From an optimization exercise on the open Yosys and OpenROAD flow, aimed at small area, a short achievable clock period and few clock cycles; shortcuts taken in it are not production practice. RTL that was checked went through simulation tests only; none was proved equivalent to the original.

== job 101 ==
==> flow/design.v (excerpt) <==
module monexp_top (
	input  logic clk,
	input  logic reset,
	input  logic start,
	input  logic [79:0] in_word,  
	input  logic [15:0] n0prime,
	output logic busy,
	output logic [15:0] res_word,
	output logic res_valid
);
Size in the first run: ~120 I/O pins.
Settings: LEC_CHECK=0, ABC_CLOCK_PERIOD_IN_PS=3000, CAP_MARGIN=20, CORE_MARGIN=2, CORE_UTILIZATION=40, SETUP_SLACK_MARGIN=5, SLEW_MARGIN=20; clock period 10.0 ns.
run.sh (not shown) runs the stock make flow with config.mk's settings and CLKGATE_MAP_FILE= SYNTH_SCRIPT=/design/flow/synth_recipe.tcl, a recipe that flattens the netlist after the stock synthesis.
Input-level comparison between job 102 and job 101:
--- a/flow/design.v
+++ b/flow/design.v
@@ -50,49 +50,55 @@
 	logic [63:0] c_q;  
 	logic [3:0] np_q;  
 	logic [31:0] qt_q;  
 	logic [63:0] ss_q, sc_q;  
 	logic gam_q;  
 	logic [3:0] a_q;  
 	logic [3:0] a1_q;  
-	logic [3:0] p_q;  
+	logic [7:0] prod_n;  
+	logic [3:0] kap_q;  
 	wire [15:0] w_m = in_word[79:64];
 	wire [15:0] w_e = in_word[63:48];
 	wire [15:0] w_n = in_word[47:32];
 	wire [15:0] w_t = in_word[31:16];
 	wire accept = start & ~busy & (state == S_IDLE);
 	wire iter = (state == S_RUN) & ~conv;
 	wire last_it = (it == 4'd15);
 	wire [62:0] b_op = c_q[62:0];
-	wire [3:0] u = ss_q[3:0] + sc_q[3:0] + {3'b0, gam_q} + p_q;
+	wire [3:0] u = ss_q[3:0] + sc_q[3:0] + {3'b0, gam_q};
 	wire [3:0] q = {qt_q[2*u +: 2], u[1] ^ (u[0] & np_q[1]), u[0]};  
 	wire [67:0] r0 = {4'b0, ss_q};
 	wire [67:0] r1 = {4'b0, sc_q};
-	wire [67:0] r2 = {5'b0, b_op & {63{a_q[0]}}};
-	wire [67:0] r3 = {4'b0, b_op & {63{a_q[1]}}, gam_q};
-	wire [67:0] r4 = {3'b0, b_op & {63{a_q[2]}}, 2'b0};
-	wire [67:0] r5 = {2'b0, b_op & {63{a_q[3]}}, 3'b0};
+	wire [62:0] b_hi = {b_op[62:4], 4'b0};
+	wire [67:0] r2 = {5'b0, b_hi[62:1] & {62{a_q[0]}}, gam_q};
+	wire [67:0] r3 = {4'b0, b_hi & {63{a_q[1]}}, 1'b0};
+	wire [67:0] r4 = {3'b0, b_hi & {63{a_q[2]}}, 2'b0};
+	wire [67:0] r5 = {2'b0, b_hi & {63{a_q[3]}}, 3'b0};
+	wire [67:0] rk = {60'b0, kap_q, 4'b0};
+	wire [67:0] rp = {60'b0, prod_n[3:0], 4'b0};  
 	wire [67:0] r6 = {6'b0, n_q & {62{q[0]}}};
 	wire [67:0] r7 = {5'b0, n_q & {62{q[1]}}, 1'b0};
 	wire [67:0] r8 = {4'b0, n_q & {62{q[2]}}, 2'b0};
 	wire [67:0] r9 = {3'b0, n_q & {62{q[3]}}, 3'b0};
 	function automatic [67:0] fa_s(input [67:0] a, input [67:0] b, input [67:0] c);
 		fa_s = a ^ b ^ c;
 	endfunction
 	function automatic [67:0] fa_c(input [67:0] a, input [67:0] b, input [67:0] c);
 		fa_c = {(a[66:0] & b[66:0]) | (a[66:0] & c[66:0]) | (b[66:0] & c[66:0]), 1'b0};
 	endfunction
-	wire [67:0] t1_s = fa_s(r0, r1, r2), t1_c = fa_c(r0, r1, r2);  
-	wire [67:0] t2_s = fa_s(r3, r4, r5), t2_c = fa_c(r3, r4, r5);  
-	wire [67:0] t3_s = fa_s(r6, t1_s, t1_c), t3_c = fa_c(r6, t1_s, t1_c);  
-	wire [67:0] t4_s = fa_s(t2_s, t2_c, r7), t4_c = fa_c(t2_s, t2_c, r7);  
-	wire [67:0] t5_s = fa_s(t3_s, t3_c, t4_s), t5_c = fa_c(t3_s, t3_c, t4_s);  
-	wire [67:0] t6_s = fa_s(t4_c, r8, r9), t6_c = fa_c(t4_c, r8, r9);  
+	wire [67:0] t1_s = fa_s(r0, r1, rk), t1_c = fa_c(r0, r1, rk);  
+	wire [67:0] t2_s = fa_s(r2, r3, r4), t2_c = fa_c(r2, r3, r4);  
+	wire [67:0] t3_s = fa_s(r5, t1_s, t1_c), t3_c = fa_c(r5, t1_s, t1_c);  
+	wire [67:0] t4_s = fa_s(r6, t2_s, t2_c), t4_c = fa_c(r6, t2_s, t2_c);  
+	wire [67:0] t5_s = fa_s(t3_s, t3_c, rp), t5_c = fa_c(t3_s, t3_c, rp);  
+	wire [67:0] t6_s = fa_s(r7, t4_s, t4_c), t6_c = fa_c(r7, t4_s, t4_c);  
 	wire [67:0] t7_s = fa_s(t5_s, t5_c, t6_s), t7_c = fa_c(t5_s, t5_c, t6_s);  
-	wire [67:0] s6 = fa_s(t6_c, t7_s, t7_c), c6 = fa_c(t6_c, t7_s, t7_c);  
+	wire [67:0] t8_s = fa_s(t6_c, r8, r9), t8_c = fa_c(t6_c, r8, r9);  
+	wire [67:0] t9_s = fa_s(t7_s, t7_c, t8_s), t9_c = fa_c(t7_s, t7_c, t8_s);  
+	wire [67:0] s6 = fa_s(t8_c, t9_s, t9_c), c6 = fa_c(t8_c, t9_s, t9_c);  
 	wire gam_n = |s6[3:0];  
 	wire [63:0] bk_p = ss_q ^ sc_q;
 	wire [63:0] bk_g = ss_q & sc_q;
 	wire bk_g0c = bk_g[0] | (bk_p[0] & gam_q);
 	wire bk_gg1 = bk_g[1] | (bk_p[1] & bk_g0c);
 	wire bk_pp1 = bk_p[1] & bk_p[0];
 	wire bk_gg2 = bk_g[3] | (bk_p[3] & bk_g[2]);
@@ -366,25 +372,25 @@
 			b_n = c_q[19:16];
 		end else if (state != S_RUN || conv) begin
 			a_n = nx_a;
 			a1_n = nx_a1;
 			b_n = nx_b;
 		end
 	end
-	wire [3:0] p_n = a_n * b_n;
+	assign prod_n = a_n * b_n;
 	always_ff @(posedge clk) begin
 		a_q <= a_n;
 		a1_q <= a1_n;
-		p_q <= p_n;
+		kap_q <= prod_n[7:4];
 		if (iter) begin
 			ss_q <= s6[67:4];
 			sc_q <= c6[67:4];
 			gam_q <= gam_n;
 		end else begin
-			ss_q <= '0;
+			ss_q <= {60'b0, prod_n[3:0]};  
 			sc_q <= '0;
 			gam_q <= 1'b0;
 		end
 		if (accept)
 			np_q <= n0prime[3:0];
 		if (state == S_LOAD)
 			for (int k = 0; k < 16; k++)
H-tree depth reported by CTS came out exactly the same in job 102 and job 101. Relative to job 101, the die area measured on job 102 has increased by a few percent. Setup slack: job 102 less than job 101. ss_q[3] as the capture point of the worst path was reported by job 102, and ss_q[48] by job 101. Re register-to-register path setup slack: job 102 and job 101 aren't equal, and the higher value belongs to job 101. Lower effective utilization at floorplan goes to job 102 over job 101. Wire: job 102 routes more than job 101. On utilization after layout, job 102 and job 101 are basically level. Going from job 101 to job 102, share of the cycle needed by the critical path after routing increased by 7.1 points relative to the old numbers, inverter count of the layout excluding clock inverters decreased by 3.7% relative to the old numbers, final cell count increased by 113 relative to the old numbers, layout clock buffer count increased by 4.7% relative to the old numbers.
No functional check of the RTL was part of any run of this note.

---

The RTL this note starts from:
==> flow/design.v <==
`default_nettype none
package monexp_pkg;
	typedef logic [16-1:0] word_t;  
	typedef logic [(16 * 4)-1:0] oper_t;  
	typedef struct packed {
		word_t m;  
		word_t e;  
		word_t n;  
		word_t t;  
		word_t r;  
	} load_word_t;
	typedef struct packed {
		oper_t m;
		oper_t e;
		oper_t n;
		oper_t t;
		oper_t r;
		word_t n0prime;  
	} operand_set_t;
	typedef struct packed {
		oper_t a;
		oper_t b;
	} mont_req_t;
endpackage
`default_nettype wire
`timescale 1ns/1ps
`default_nettype none
module monexp_top (
	input  logic clk,
	input  logic reset,
	input  logic start,
	input  logic [79:0] in_word,  
	input  logic [15:0] n0prime,
	output logic busy,
	output logic [15:0] res_word,
	output logic res_valid
);
	localparam logic [2:0] S_IDLE = 3'd0, S_LOAD = 3'd1, S_RUN = 3'd2, S_WAIT = 3'd3, S_UNLD = 3'd4;
	localparam logic [1:0] P_MBAR = 2'd0, P_SQR = 2'd1, P_MUL = 2'd2, P_FIN = 2'd3;
	logic [2:0] state;
	logic [1:0] wcnt;  
	logic [1:0] ptype;  
	logic [3:0] it;  
	logic conv;  
	logic asel;  
	logic [5:0] bcnt;  
	logic [61:0] n_q;  
	logic [63:0] e_q;  
	logic [62:0] mb_q;  
	logic [63:0] c_q;  
	logic [3:0] np_q;  
	logic [63:0] ss_q, sc_q;  
	logic gam_q;  
	logic [3:0] a_q;  
	logic [3:0] p_q;  
	wire [15:0] w_m = in_word[79:64];
	wire [15:0] w_e = in_word[63:48];
	wire [15:0] w_n = in_word[47:32];
	wire [15:0] w_t = in_word[31:16];
	wire accept = start & ~busy & (state == S_IDLE);
	wire iter = (state == S_RUN) & ~conv;
	wire last_it = (it == 4'd15);
	wire [62:0] b_op = c_q[62:0];
	wire [3:0] u = ss_q[3:0] + sc_q[3:0] + {3'b0, gam_q} + p_q;
	wire [3:0] q = u * np_q;
	wire [67:0] r0 = {4'b0, ss_q};
	wire [67:0] r1 = {4'b0, sc_q};
	wire [67:0] r2 = {5'b0, b_op & {63{a_q[0]}}};
	wire [67:0] r3 = {4'b0, b_op & {63{a_q[1]}}, gam_q};
	wire [67:0] r4 = {3'b0, b_op & {63{a_q[2]}}, 2'b0};
	wire [67:0] r5 = {2'b0, b_op & {63{a_q[3]}}, 3'b0};
	wire [67:0] r6 = {6'b0, n_q & {62{q[0]}}};
	wire [67:0] r7 = {5'b0, n_q & {62{q[1]}}, 1'b0};
	wire [67:0] r8 = {4'b0, n_q & {62{q[2]}}, 2'b0};
	wire [67:0] r9 = {3'b0, n_q & {62{q[3]}}, 3'b0};
	function automatic [67:0] fa_s(input [67:0] a, input [67:0] b, input [67:0] c);
		fa_s = a ^ b ^ c;
	endfunction
	function automatic [67:0] fa_c(input [67:0] a, input [67:0] b, input [67:0] c);
		fa_c = {(a[66:0] & b[66:0]) | (a[66:0] & c[66:0]) | (b[66:0] & c[66:0]), 1'b0};
	endfunction
	wire [67:0] l1a_s = fa_s(r0, r1, r2), l1a_c = fa_c(r0, r1, r2);
	wire [67:0] l1b_s = fa_s(r3, r4, r5), l1b_c = fa_c(r3, r4, r5);
	wire [67:0] l2_s = fa_s(l1a_s, l1a_c, l1b_s), l2_c = fa_c(l1a_s, l1a_c, l1b_s);
	wire [67:0] x1 = fa_s(l2_s, l2_c, l1b_c), x2 = fa_c(l2_s, l2_c, l1b_c);
	wire [67:0] l4_s = fa_s(r6, r7, x1), l4_c = fa_c(r6, r7, x1);
	wire [67:0] y1 = fa_s(l4_s, l4_c, x2), y2 = fa_c(l4_s, l4_c, x2);
	wire [67:0] l6_s = fa_s(r8, r9, y1), l6_c = fa_c(r8, r9, y1);
	wire [67:0] s6 = fa_s(l6_s, l6_c, y2), c6 = fa_c(l6_s, l6_c, y2);
	wire gam_n = |(s6[3:0] | c6[3:0]);
	wire [63:0] sum = ss_q + sc_q + {63'b0, gam_q};
	wire bit_one = e_q[63];
	wire bits_done = (bcnt == 6'd0);
	wire scan_more = (ptype == P_MBAR) & ~bit_one & ~bits_done;
	wire nx_mul = (ptype == P_SQR) & bit_one;
	wire nx_fin = ~nx_mul & bits_done;
	wire [3:0] c_lo = conv ? sum[3:0] : c_q[3:0];  
	wire [3:0] nx_a = nx_fin ? 4'd1 : (nx_mul ? mb_q[3:0] : c_lo);
	wire [3:0] nx_b = c_lo;
	logic [3:0] a_dig_c, a_dig_m;
	always_comb begin
		a_dig_c = 4'd0;
		a_dig_m = 4'd0;
		for (int k = 1; k < 16; k++)
			if (it == 4'(k - 1)) begin
				a_dig_c = c_q[4*k +: 4];
				a_dig_m = (k < 15) ? mb_q[4*k +: 4] : {1'b0, mb_q[62:60]};
			end
	end
	wire [3:0] a_dig = (ptype == P_FIN) ? 4'd0 : (asel ? a_dig_m : a_dig_c);
	logic [3:0] a_n, b_n;  
	always_comb begin
		a_n = a_dig;
		b_n = b_op[3:0];
		if (state == S_LOAD) begin
			a_n = mb_q[3:0];  
			b_n = c_q[19:16];
		end else if (state != S_RUN || conv) begin
			a_n = nx_a;
			b_n = nx_b;
		end
	end
	wire [3:0] p_n = a_n * b_n;
	always_ff @(posedge clk) begin
		a_q <= a_n;
		p_q <= p_n;
		if (iter) begin
			ss_q <= s6[67:4];
			sc_q <= c6[67:4];
			gam_q <= gam_n;
		end else begin
			ss_q <= '0;
			sc_q <= '0;
			gam_q <= 1'b0;
		end
		if (accept)
			np_q <= n0prime[3:0];
		if (state == S_LOAD) begin
			case (wcnt)
				2'd0: begin n_q[15:0] <= w_n; mb_q[15:0] <= w_m; end
				2'd1: begin n_q[31:16] <= w_n; mb_q[31:16] <= w_m; end
				2'd2: begin n_q[47:32] <= w_n; mb_q[47:32] <= w_m; end
				default: begin n_q[61:48] <= w_n[13:0]; mb_q[62:48] <= w_m[14:0]; end
			endcase
		end else if (conv && ptype == P_MBAR)
			mb_q <= sum[62:0];
		if (state == S_LOAD || state == S_UNLD)
			c_q <= {w_t, c_q[63:16]};
		else if (conv)
			c_q <= {1'b0, sum[62:0]};
	end
	wire e_shift = ((state == S_RUN) & (ptype == P_MBAR) & ~bit_one & ~bits_done)  
		| (((state == S_RUN) & conv) | ((state == S_WAIT) & ~scan_more)) & (ptype != P_FIN) & ~nx_mul & ~nx_fin & ~scan_more  
		| ((state == S_WAIT) & scan_more);
	always_ff @(posedge clk) begin
		if (state == S_LOAD) begin
			case (wcnt)
				2'd0: e_q[15:0] <= w_e;
				2'd1: e_q[31:16] <= w_e;
				2'd2: e_q[47:32] <= w_e;
				default: e_q[63:48] <= w_e;
			endcase
		end else if (e_shift)
			e_q <= {e_q[62:0], 1'b0};
	end
	always_ff @(posedge clk or posedge reset) begin
		if (reset) begin
			state <= S_IDLE;
			wcnt <= '0;
			ptype <= P_MBAR;
			it <= '0;
			conv <= 1'b0;
			asel <= 1'b0;
			bcnt <= '0;
			busy <= 1'b0;
			res_valid <= 1'b0;
		end else begin
			if (e_shift)
				bcnt <= bcnt - 1'b1;
			case (state)
				S_IDLE: if (accept) begin
					state <= S_LOAD;
					wcnt <= '0;
					busy <= 1'b1;
				end
				S_LOAD: begin
					wcnt <= wcnt + 1'b1;
					if (wcnt == 2'd3) begin
						state <= S_RUN;
						ptype <= P_MBAR;
						asel <= 1'b1;  
						it <= '0;
						conv <= 1'b0;
						bcnt <= 6'd63;
					end
				end
				S_RUN: begin
					if (!conv) begin
						it <= it + 1'b1;
						if (last_it)
							conv <= 1'b1;
					end else begin
						conv <= 1'b0;
						if (ptype == P_FIN) begin
							state <= S_UNLD;
							wcnt <= '0;
							res_valid <= 1'b1;
						end else if (scan_more) begin
							state <= S_WAIT;
						end else begin
							ptype <= nx_mul ? P_MUL : (nx_fin ? P_FIN : P_SQR);
							asel <= nx_mul;
						end
					end
				end
				S_WAIT: if (!scan_more) begin
					state <= S_RUN;
					ptype <= nx_fin ? P_FIN : P_SQR;
					asel <= 1'b0;
				end
				S_UNLD: begin
					wcnt <= wcnt + 1'b1;
					if (wcnt == 2'd3) begin
						state <= S_IDLE;
						busy <= 1'b0;
						res_valid <= 1'b0;
					end
				end
				default: state <= S_IDLE;
			endcase
		end
	end
	assign res_word = c_q[15:0];
endmodule
`default_nettype wire
clock: 10.0 ns
lec_check: 0
abc_clock_period_in_ps: 3000
cap_margin: 20
core_margin: 2
core_utilization: 40
setup_slack_margin: 5
slew_margin: 20
Testbench counts at the start, summed over its fixed seeds: cycles 103,715.
Change:
--- a/flow/design.v
+++ b/flow/design.v
@@ -58,14 +58,23 @@
 	wire [15:0] w_n = in_word[47:32];
 	wire [15:0] w_t = in_word[31:16];
 	wire accept = start & ~busy & (state == S_IDLE);
 	wire iter = (state == S_RUN) & ~conv;
 	wire last_it = (it == 4'd15);
 	wire [62:0] b_op = c_q[62:0];
-	wire [3:0] u = ss_q[3:0] + sc_q[3:0] + {3'b0, gam_q} + p_q;
-	wire [3:0] q = u * np_q;
+	wire [3:0] qs1 = ss_q[3:0] ^ sc_q[3:0] ^ p_q;
+	wire [3:0] qc1 = {(ss_q[2:0] & sc_q[2:0]) | (ss_q[2:0] & p_q[2:0]) | (sc_q[2:0] & p_q[2:0]), gam_q};
+	wire qk1 = qs1[0] & qc1[0];  
+	wire [1:0] u_lo = {qs1[1] ^ qc1[1] ^ qk1, qs1[0] ^ qc1[0]};
+	wire qk2 = (qs1[1] & qc1[1]) | (qs1[1] & qk1) | (qc1[1] & qk1);  
+	wire [1:0] v0 = qs1[3:2] + qc1[3:2];  
+	wire [1:0] v1 = qs1[3:2] + qc1[3:2] + 2'd1;
+	wire [3:0] w = u_lo * np_q;  
+	wire [1:0] qh0 = v0 + {v0[0] & np_q[1], 1'b0} + w[3:2];
+	wire [1:0] qh1 = v1 + {v1[0] & np_q[1], 1'b0} + w[3:2];
+	wire [3:0] q = {qk2 ? qh1 : qh0, w[1:0]};
 	wire [67:0] r0 = {4'b0, ss_q};
 	wire [67:0] r1 = {4'b0, sc_q};
 	wire [67:0] r2 = {5'b0, b_op & {63{a_q[0]}}};
 	wire [67:0] r3 = {4'b0, b_op & {63{a_q[1]}}, gam_q};
 	wire [67:0] r4 = {3'b0, b_op & {63{a_q[2]}}, 2'b0};
 	wire [67:0] r5 = {2'b0, b_op & {63{a_q[3]}}, 3'b0};
@@ -78,18 +87,18 @@
 	endfunction
 	function automatic [67:0] fa_c(input [67:0] a, input [67:0] b, input [67:0] c);
 		fa_c = {(a[66:0] & b[66:0]) | (a[66:0] & c[66:0]) | (b[66:0] & c[66:0]), 1'b0};
 	endfunction
 	wire [67:0] l1a_s = fa_s(r0, r1, r2), l1a_c = fa_c(r0, r1, r2);
 	wire [67:0] l1b_s = fa_s(r3, r4, r5), l1b_c = fa_c(r3, r4, r5);
-	wire [67:0] l2_s = fa_s(l1a_s, l1a_c, l1b_s), l2_c = fa_c(l1a_s, l1a_c, l1b_s);
-	wire [67:0] x1 = fa_s(l2_s, l2_c, l1b_c), x2 = fa_c(l2_s, l2_c, l1b_c);
-	wire [67:0] l4_s = fa_s(r6, r7, x1), l4_c = fa_c(r6, r7, x1);
-	wire [67:0] y1 = fa_s(l4_s, l4_c, x2), y2 = fa_c(l4_s, l4_c, x2);
-	wire [67:0] l6_s = fa_s(r8, r9, y1), l6_c = fa_c(r8, r9, y1);
-	wire [67:0] s6 = fa_s(l6_s, l6_c, y2), c6 = fa_c(l6_s, l6_c, y2);
+	wire [67:0] l2a_s = fa_s(l1a_s, l1a_c, l1b_s), l2a_c = fa_c(l1a_s, l1a_c, l1b_s);
+	wire [67:0] l2b_s = fa_s(l1b_c, r6, r7), l2b_c = fa_c(l1b_c, r6, r7);
+	wire [67:0] l3a_s = fa_s(l2a_s, l2a_c, l2b_s), l3a_c = fa_c(l2a_s, l2a_c, l2b_s);
+	wire [67:0] l3b_s = fa_s(l2b_c, r8, r9), l3b_c = fa_c(l2b_c, r8, r9);
+	wire [67:0] l4_s = fa_s(l3a_s, l3a_c, l3b_s), l4_c = fa_c(l3a_s, l3a_c, l3b_s);
+	wire [67:0] s6 = fa_s(l4_s, l4_c, l3b_c), c6 = fa_c(l4_s, l4_c, l3b_c);
 	wire gam_n = |(s6[3:0] | c6[3:0]);
 	wire [63:0] sum = ss_q + sc_q + {63'b0, gam_q};
 	wire bit_one = e_q[63];
 	wire bits_done = (bcnt == 6'd0);
 	wire scan_more = (ptype == P_MBAR) & ~bit_one & ~bits_done;
 	wire nx_mul = (ptype == P_SQR) & bit_one;
Result: The changed run produced a clean layout. Synthesized cell count decreases by 4.0%. Wire length stays flat. Cell area decreases by 0.85%. Area after synthesis decreases by 2.9%. Final cell count decreases by 3.0%. Global-route usage increases by 0.65 points. Utilization increases by 1.1 points. Worst setup slack loses 530 ps. First-iteration DRC count decreases by 3.9%. Sequential share of layout area increases by 0.25 points. Die area decreases by 2.8%. Clock-buffer cell count increases by 4.
The RTL of the second run of this note was laid out without a check of its function.

[static timing again, ports no longer ideal]
No port has a modelled driver above. Below, the same layouts with a new extraction and two added sets of constraints.
Step 1 assumes that a clkbuf_16 drives the clock port and a buf_2 every other input.
Step 2 also shifts input and output timing later by t, the mid clock arrival at the registers, as if the neighbouring blocks saw the same clock.
Slacks: ideal / step 1 / step 2; pairs: ideal / step 1.
| run | t (ns) | setup slack, ns | hold slack, ns |
|---|---|---|---|
| job 101 | 0.684 | 4.571 / 4.571 / 4.571 | 0.492 / 0.492 / 0.492 |
| job 102 | 0.688 | 3.861 / 3.861 / 3.861 | 0.507 / 0.507 / 0.507 |
| the first run of note 2 | 0.671 | 4.986 / 4.986 / 4.986 | 0.512 / 0.512 / 0.512 |
| the second run of note 2 | 0.678 | 4.458 / 4.458 / 4.458 | 0.490 / 0.490 / 0.490 |
After both steps every run listed still meets setup and hold.
